What follows belongs to an exercise in optimizing a design on an open flow for small area and a short achievable clock period; a production flow would make more cautious choices. In this exercise RTL edits were held to simulation tests only and were not proved equivalent to the original.

==> 03-17: inputs <==
Design iir_filter, start of the top module:
module iir_filter (
	input  logic clk,
	input  logic rst,
	input  logic signed [14:0] data,
	input  logic data_en,
	input  logic wb_cyc,
	input  logic wb_stb,
	input  logic wb_we,
	input  logic [2:0] wb_adr,
	input  logic [31:0] wb_dat_i,
	output logic [31:0] wb_dat_o,
	output logic wb_ack,
	output logic signed [14:0] data_out,
	output logic data_out_en
);
Settings: LEC_CHECK=0, CAP_MARGIN=20, CORE_MARGIN=2, CORE_UTILIZATION=50, CTS_CLUSTER_DIAMETER=60, CTS_CLUSTER_SIZE=30, SETUP_SLACK_MARGIN=4.0, SLEW_MARGIN=20; clock period 8.0 ns.
standard.sh (not shown) runs the stock make flow with config.mk's settings and CLKGATE_MAP_FILE= SYNTH_SCRIPT=/design/flow/synth_recipe.tcl, a recipe that flattens the netlist after the stock synthesis.
==> flow/flow/run.sh <==
#!/bin/bash
# The standard layout (standard.sh) with one placement option changed:
# the input and output ports are buffered with buf_2 cells instead of the
# cell buffer_ports picks by itself. The make output goes to standard.log;
# ORFS keeps each step's own log in orfs/logs.
set -o pipefail
export BUFFER_PORTS_ARGS="-buffer_cell sky130_fd_sc_hd__buf_2"
bash standard.sh finish > standard.log 2>&1
==> inputs of 11-24, as changes to 03-17 <==
CTS_CLUSTER_SIZE = 40   (was 30)
==> notes.md <==
- In sequential share of layout area, 03-17 and 11-24 do not differ.
- Cell count is the same in 03-17 and 11-24.
- In global-route usage, 03-17 and 11-24 do not differ.
- In register-to-register slack, 03-17 and 11-24 hardly differ.
- In critical path depth, 11-24 and 03-17 do not differ.
- In die area, 03-17 and 11-24 do not differ.
- Non-clock buffer count is the same in 11-24 and 03-17.


==> branch cedar <==
Another version of the RTL of iir_filter (not shown whole).
export LEC_CHECK = 0
export CAP_MARGIN = 20
export CORE_MARGIN = 2
export CORE_UTILIZATION = 50
export SETUP_SLACK_MARGIN = 4.0
export SLEW_MARGIN = 20
create_clock -name core_clock -period 8.0 [get_ports {clk}]
run.sh (not shown) runs the stock make flow with config.mk's settings and CLKGATE_MAP_FILE= SYNTH_SCRIPT=/design/flow/synth_recipe.tcl, a recipe that flattens the netlist after the stock synthesis.
Stock flow here: none of the scripts above is used.
==> inputs of branch delta, as changes to branch cedar <==
--- a/flow/config.mk
+++ b/flow/config.mk
@@ -9,4 +9,4 @@
 export CORE_MARGIN = 2
 export CORE_UTILIZATION = 50
-export SETUP_SLACK_MARGIN = 4.0
+export SETUP_SLACK_MARGIN = 4.2
 export SLEW_MARGIN = 20
==> summary of the runs <==
- Register-to-register slack: branch cedar is worse than branch delta (120 ps).
- Branch cedar finished with timing, DRC and antenna clean. Branch delta finished with timing, DRC and antenna clean.
- In branch delta the first-iteration DRC count is larger than in branch cedar, by about 10%.
- Fmax: branch cedar is smaller than branch delta (3.2%).
- Of branch delta and branch cedar, branch delta has the higher design area (gap about 1.7%, measured against branch cedar).


==> inputs of run R <==
RTL: one of the versions met above, not the one the previous note started from.
==> flow/design.v (excerpt) <==
module iir_filter (
	input  logic clk,
	input  logic rst,
	input  logic signed [14:0] data,
	input  logic data_en,
	input  logic wb_cyc,
	input  logic wb_stb,
	input  logic wb_we,
	input  logic [2:0] wb_adr,
	input  logic [31:0] wb_dat_i,
	output logic [31:0] wb_dat_o,
	output logic wb_ack,
	output logic signed [14:0] data_out,
	output logic data_out_en
);
clock: 8.0 ns
lec_check: 0
cap_margin: 20
core_margin: 2
core_utilization: 50
cts_cluster_diameter: 60
cts_cluster_size: 30
setup_slack_margin: 4.0
slew_margin: 20
standard.sh (not shown) runs the stock make flow with config.mk's settings and CLKGATE_MAP_FILE= SYNTH_SCRIPT=/design/flow/synth_recipe.tcl, a recipe that flattens the netlist after the stock synthesis.
==> flow/flow/run.sh <==
#!/bin/bash
# The standard layout (standard.sh) with two options changed:
#  - the input and output ports are buffered with buf_2 cells instead of
#    the cell buffer_ports picks by itself
#  - clock tree synthesis inserts no dummy loads (-dont_use_dummy_load);
#    the sink clustering limits are those of config.mk
# The make output goes to standard.log; ORFS keeps each step's own log in
# orfs/logs.
set -o pipefail
export BUFFER_PORTS_ARGS="-buffer_cell sky130_fd_sc_hd__buf_2"
bash standard.sh "CTS_ARGS=-sink_clustering_enable -repair_clock_nets -dont_use_dummy_load -sink_clustering_size 30 -sink_clustering_max_diameter 60" finish > standard.log 2>&1
==> run B (differences from run R) <==
==> flow/flow/run.sh (replaced) <==
#!/bin/bash
# The standard layout (standard.sh) with one placement option changed:
# the input and output ports are buffered with buf_2 cells instead of the
# cell buffer_ports picks by itself. The make output goes to standard.log;
# ORFS keeps each step's own log in orfs/logs.
set -o pipefail
export BUFFER_PORTS_ARGS="-buffer_cell sky130_fd_sc_hd__buf_2"
bash standard.sh finish > standard.log 2>&1
CTS_CLUSTER_DIAMETER = default   (was 60)
CTS_CLUSTER_SIZE = default   (was 30)
==> run F (differences from run R) <==
==> flow/flow/run.sh (replaced) <==
#!/bin/bash
# The standard layout (standard.sh) with one placement option changed:
# the input and output ports are buffered with buf_2 cells instead of the
# cell buffer_ports picks by itself. The make output goes to standard.log;
# ORFS keeps each step's own log in orfs/logs.
set -o pipefail
export BUFFER_PORTS_ARGS="-buffer_cell sky130_fd_sc_hd__buf_2"
bash standard.sh finish > standard.log 2>&1
ABC_AREA = 1   (was default)
CTS_CLUSTER_DIAMETER = 75   (was 60)
==> notes.md <==
Synth
The number of nets handed over by synthesis was 3472.

Drt
The detailed-routed wire length on met3 is 4620 µm.

Layout
The library cells used most frequently in the layout, excluding fill and tap cells, are 461 x sky130_fd_sc_hd__inv_1, 341 x sky130_fd_sc_hd__fa_1, 340 x sky130_fd_sc_hd__nand2_1, 212 x sky130_fd_sc_hd__and2_1, 206 x sky130_fd_sc_hd__mux2_2.

Clock tree
The total setup buffers inserted after CTS is 15.

Status
The run finished with no timing, DRC or antenna violations.

Timing
In the finished design, the share of the clock period the worst path needs comes to 50.0%.
(the above is from run R)
==> notes.md <==
Timing
The final cycle utilization of the critical path is 49.4%.

Synth
When the netlist entered floorplanning its net count stood at 3472.

Drt
The detailed-routed wire length on met3 is 4540 µm. The violation count after the first detailed-routing iteration is 1536.

Status
The run finished with no timing, DRC or antenna violations.

Layout
In the layout the commonest cells are 462 x sky130_fd_sc_hd__inv_1, 341 x sky130_fd_sc_hd__fa_1, 340 x sky130_fd_sc_hd__nand2_1, 212 x sky130_fd_sc_hd__and2_1, 206 x sky130_fd_sc_hd__mux2_2.

Critical path
The total buffers and inverters traversed by the critical path is 2.

Placed design
The area of placed instances is 0.0311 mm².
(the above is from run B)
==> notes.md <==
Drt
The detailed-routed wire length on met3 is 5990 µm.

Synth
The synthesized netlist net count is 4222.

Clock tree
Once the clock tree was built, the setup fixing pass inserted 6 buffers.

Layout
In the layout the commonest cells are 994 x sky130_fd_sc_hd__nand2_1, 852 x sky130_fd_sc_hd__inv_1, 340 x sky130_fd_sc_hd__fa_1, 295 x sky130_fd_sc_hd__o21ai_0, 174 x sky130_fd_sc_hd__dfrtp_1.

Status
The flow ran to the end and the layout has no timing, DRC or antenna violations.

Timing
The final critical path takes up 49.2% of the cycle.
(the above is from run F)


==> job 4143 <==
iir_filter, a different RTL version from the one above (not shown whole).
export LEC_CHECK = 0
export ABC_AREA = 1
export CAP_MARGIN = 20
export CORE_MARGIN = 2
export CORE_UTILIZATION = 50
export CTS_CLUSTER_DIAMETER = 75
export CTS_CLUSTER_SIZE = 30
export SETUP_SLACK_MARGIN = 4.4
export SLEW_MARGIN = 20
create_clock -name core_clock -period 8.0 [get_ports {clk}]
==> flow/flow/run.sh <==
#!/bin/bash
# The standard layout (standard.sh) with one placement option changed:
# the input and output ports are buffered with buf_2 cells instead of the
# cell buffer_ports picks by itself. The make output goes to standard.log;
# ORFS keeps each step's own log in orfs/logs.
set -o pipefail
export BUFFER_PORTS_ARGS="-buffer_cell sky130_fd_sc_hd__buf_2"
bash standard.sh finish > standard.log 2>&1
==> job 2896: changes against job 4143 <==
--- a/flow/design.v
+++ b/flow/design.v
@@ -29,24 +29,36 @@
 );
 	logic ack_q;
 	logic access;
 	logic [24:0] rd_q;
 	logic [24:0] rd_d;
+	logic wr_q;
+	logic [2:0] adr_q;
+	logic [24:0] dat_q;
 	assign access = wb_cyc && wb_stb && !ack_q;
 	assign wr = access && wb_we;
 	always_ff @(posedge clk or posedge rst) begin
-		if (rst) ack_q <= 1'b0;
-		else ack_q <= access;
+		if (rst) begin
+			ack_q <= 1'b0;
+			wr_q <= 1'b0;
+		end else begin
+			ack_q <= access;
+			wr_q <= wr;
+		end
+	end
+	always_ff @(posedge clk) begin
+		adr_q <= wb_adr;
+		dat_q <= wb_dat_i[24:0];
 	end
 	assign wb_ack = ack_q;
-	assign n_b0 = (wr && wb_adr == 3'd0) ? wb_dat_i[24:0] : g_b0;
-	assign n_b1 = (wr && wb_adr == 3'd1) ? wb_dat_i[24:0] : g_b1;
-	assign n_b2 = (wr && wb_adr == 3'd2) ? wb_dat_i[24:0] : g_b2;
-	assign n_b3 = (wr && wb_adr == 3'd3) ? wb_dat_i[24:0] : g_b3;
-	assign n_a1 = (wr && wb_adr == 3'd4) ? wb_dat_i[24:0] : g_a1;
-	assign n_a2 = (wr && wb_adr == 3'd5) ? wb_dat_i[24:0] : g_a2;
-	assign n_a3 = (wr && wb_adr == 3'd6) ? wb_dat_i[24:0] : g_a3;
+	assign n_b0 = (wr_q && adr_q == 3'd0) ? dat_q : g_b0;
+	assign n_b1 = (wr_q && adr_q == 3'd1) ? dat_q : g_b1;
+	assign n_b2 = (wr_q && adr_q == 3'd2) ? dat_q : g_b2;
+	assign n_b3 = (wr_q && adr_q == 3'd3) ? dat_q : g_b3;
+	assign n_a1 = (wr_q && adr_q == 3'd4) ? dat_q : g_a1;
+	assign n_a2 = (wr_q && adr_q == 3'd5) ? dat_q : g_a2;
+	assign n_a3 = (wr_q && adr_q == 3'd6) ? dat_q : g_a3;
 	always_ff @(posedge clk or posedge rst) begin
 		if (rst) begin
 			g_b0 <= iir_filter_pkg::rst_b0;
 			g_b1 <= iir_filter_pkg::rst_b1;
 			g_b2 <= iir_filter_pkg::rst_b2;
@@ -1522,21 +1534,19 @@
 		end
 	end
 	logic [20:0] ga, gb;
 	logic [14:0] wb;
 	always_ff @(posedge clk) begin
-		begin
-			if (start) ga <= n_b0[20:0];
-			else if (s[0]) ga <= g_a1[20:0];
-			else if (s[1]) ga <= g_b1[20:0];
-			else ga <= '0;
-			if (start) gb <= n_a2[20:0];
-			else if (s[0]) gb <= g_a3[20:0];
-			else if (s[1]) gb <= g_b2[20:0];
-			else if (s[2]) gb <= g_b3[20:0];
-			else gb <= '0;
-		end
+		if (s[0]) ga <= n_a1[20:0];
+		else if (s[1]) ga <= n_b1[20:0];
+		else if (s[2]) ga <= '0;
+		else ga <= n_b0[20:0];
+		if (wr) gb <= (wb_adr == 3'd5) ? wb_dat_i[20:0] : n_a2[20:0];
+		else if (s[0]) gb <= n_a3[20:0];
+		else if (s[1]) gb <= n_b2[20:0];
+		else if (s[2]) gb <= n_b3[20:0];
+		else gb <= n_a2[20:0];
 	end
 	always_ff @(posedge clk) begin
 		if (data_en) wb <= w1;
 		else if ((s[0] || s[2]) && !wr) wb <= w3;
 		else wb <= w2;
--- a/flow/config.mk
+++ b/flow/config.mk
@@ -9,7 +9,7 @@
 export CAP_MARGIN = 20
 export CORE_MARGIN = 2
 export CORE_UTILIZATION = 50
 export CTS_CLUSTER_DIAMETER = 75
 export CTS_CLUSTER_SIZE = 30
-export SETUP_SLACK_MARGIN = 4.4
+export SETUP_SLACK_MARGIN = 4.8
 export SLEW_MARGIN = 20
==> comparison table <==
quantity	job 4143	job 2896
Relative max-transition margin	34.9%	42.1%
Growth of design area from synthesis to finish	8.57%	12.4%
Arithmetic-cell share of the synthesized area counting full adders, half adders and majority gates	19.2%	18.7%
Average routed wire per standard cell	21.3 µm	20.6 µm
Post-Place Worst Slack	3.79 ns	3.73 ns
Status	complete, no violations	complete, no violations
Wire length on met1	38.9 mm	40.8 mm
Number of fill cells in the layout	5663	5840
Cts repair resizes	23	134
TritonCTS Buffers	35	31
Post-layout instance area	0.0342 mm²	0.0362 mm²
Via total after detailed routing	25.0k	25.3k
Met3 Use GR	4.34%	3.35%
Required arrival time at the worst endpoint	8.49 ns	8.52 ns
Dominant register cell in the synthesized netlist	dfrtp_1	dfxtp_1
Detailed placement HPWL	70.0 mm	66.1 mm
R2R Setup Slk	4.48 ns	4.63 ns
Number of cells produced by synthesis	3661	3749
Max Fanout on Critical Path	44	3
Endpoint of the worst register-to-register path	den_s[7]	ra[14]

[static timing again, ports no longer ideal]
In the flow no input, the clock included, has a driving cell. The finished layouts below were timed again as built, in two steps. Step 1, drivers: a clkbuf_16 drives clk and a buf_2 each remaining input, both assumed. Step 2 adds t to the input delays and takes it off the output delays; t is the mean of the earliest and latest rising clock arrival at the registers after step 1. Input paths then give back, and output paths get back, about the clock's delay inside the block. a / b / c = ideal ports / drivers / drivers and shift; a / b = the first two.
run	shift t [ns]	slack for setup (ns)	worst slew at a driven data input, ns	pins driven straight from the clock port
03-17	0.625	4.075 / 4.020 / 3.745	0.11	1
11-24	0.625	4.075 / 4.020 / 3.745	0.11	1
branch cedar	0.671	4.091 / 4.091 / 3.480	0.05	1
branch delta	0.657	4.215 / 4.218 / 3.595	0.05	1
run R	0.607	3.998 / 3.991 / 3.691	0.11	1
run B	0.651	4.044 / 3.980 / 3.703	0.11	1
run F	0.677	4.064 / 3.998 / 3.843	0.08	1
job 4143	0.647	4.482 / 4.482 / 3.915	0.13	1
job 2896	0.701	4.627 / 4.627 / 4.259	0.10	1
After both steps every run listed still meets setup and hold. For branch delta, which loses most, drivers alone change the setup slack by +0.003 ns; drivers and shift together by -0.620 ns.
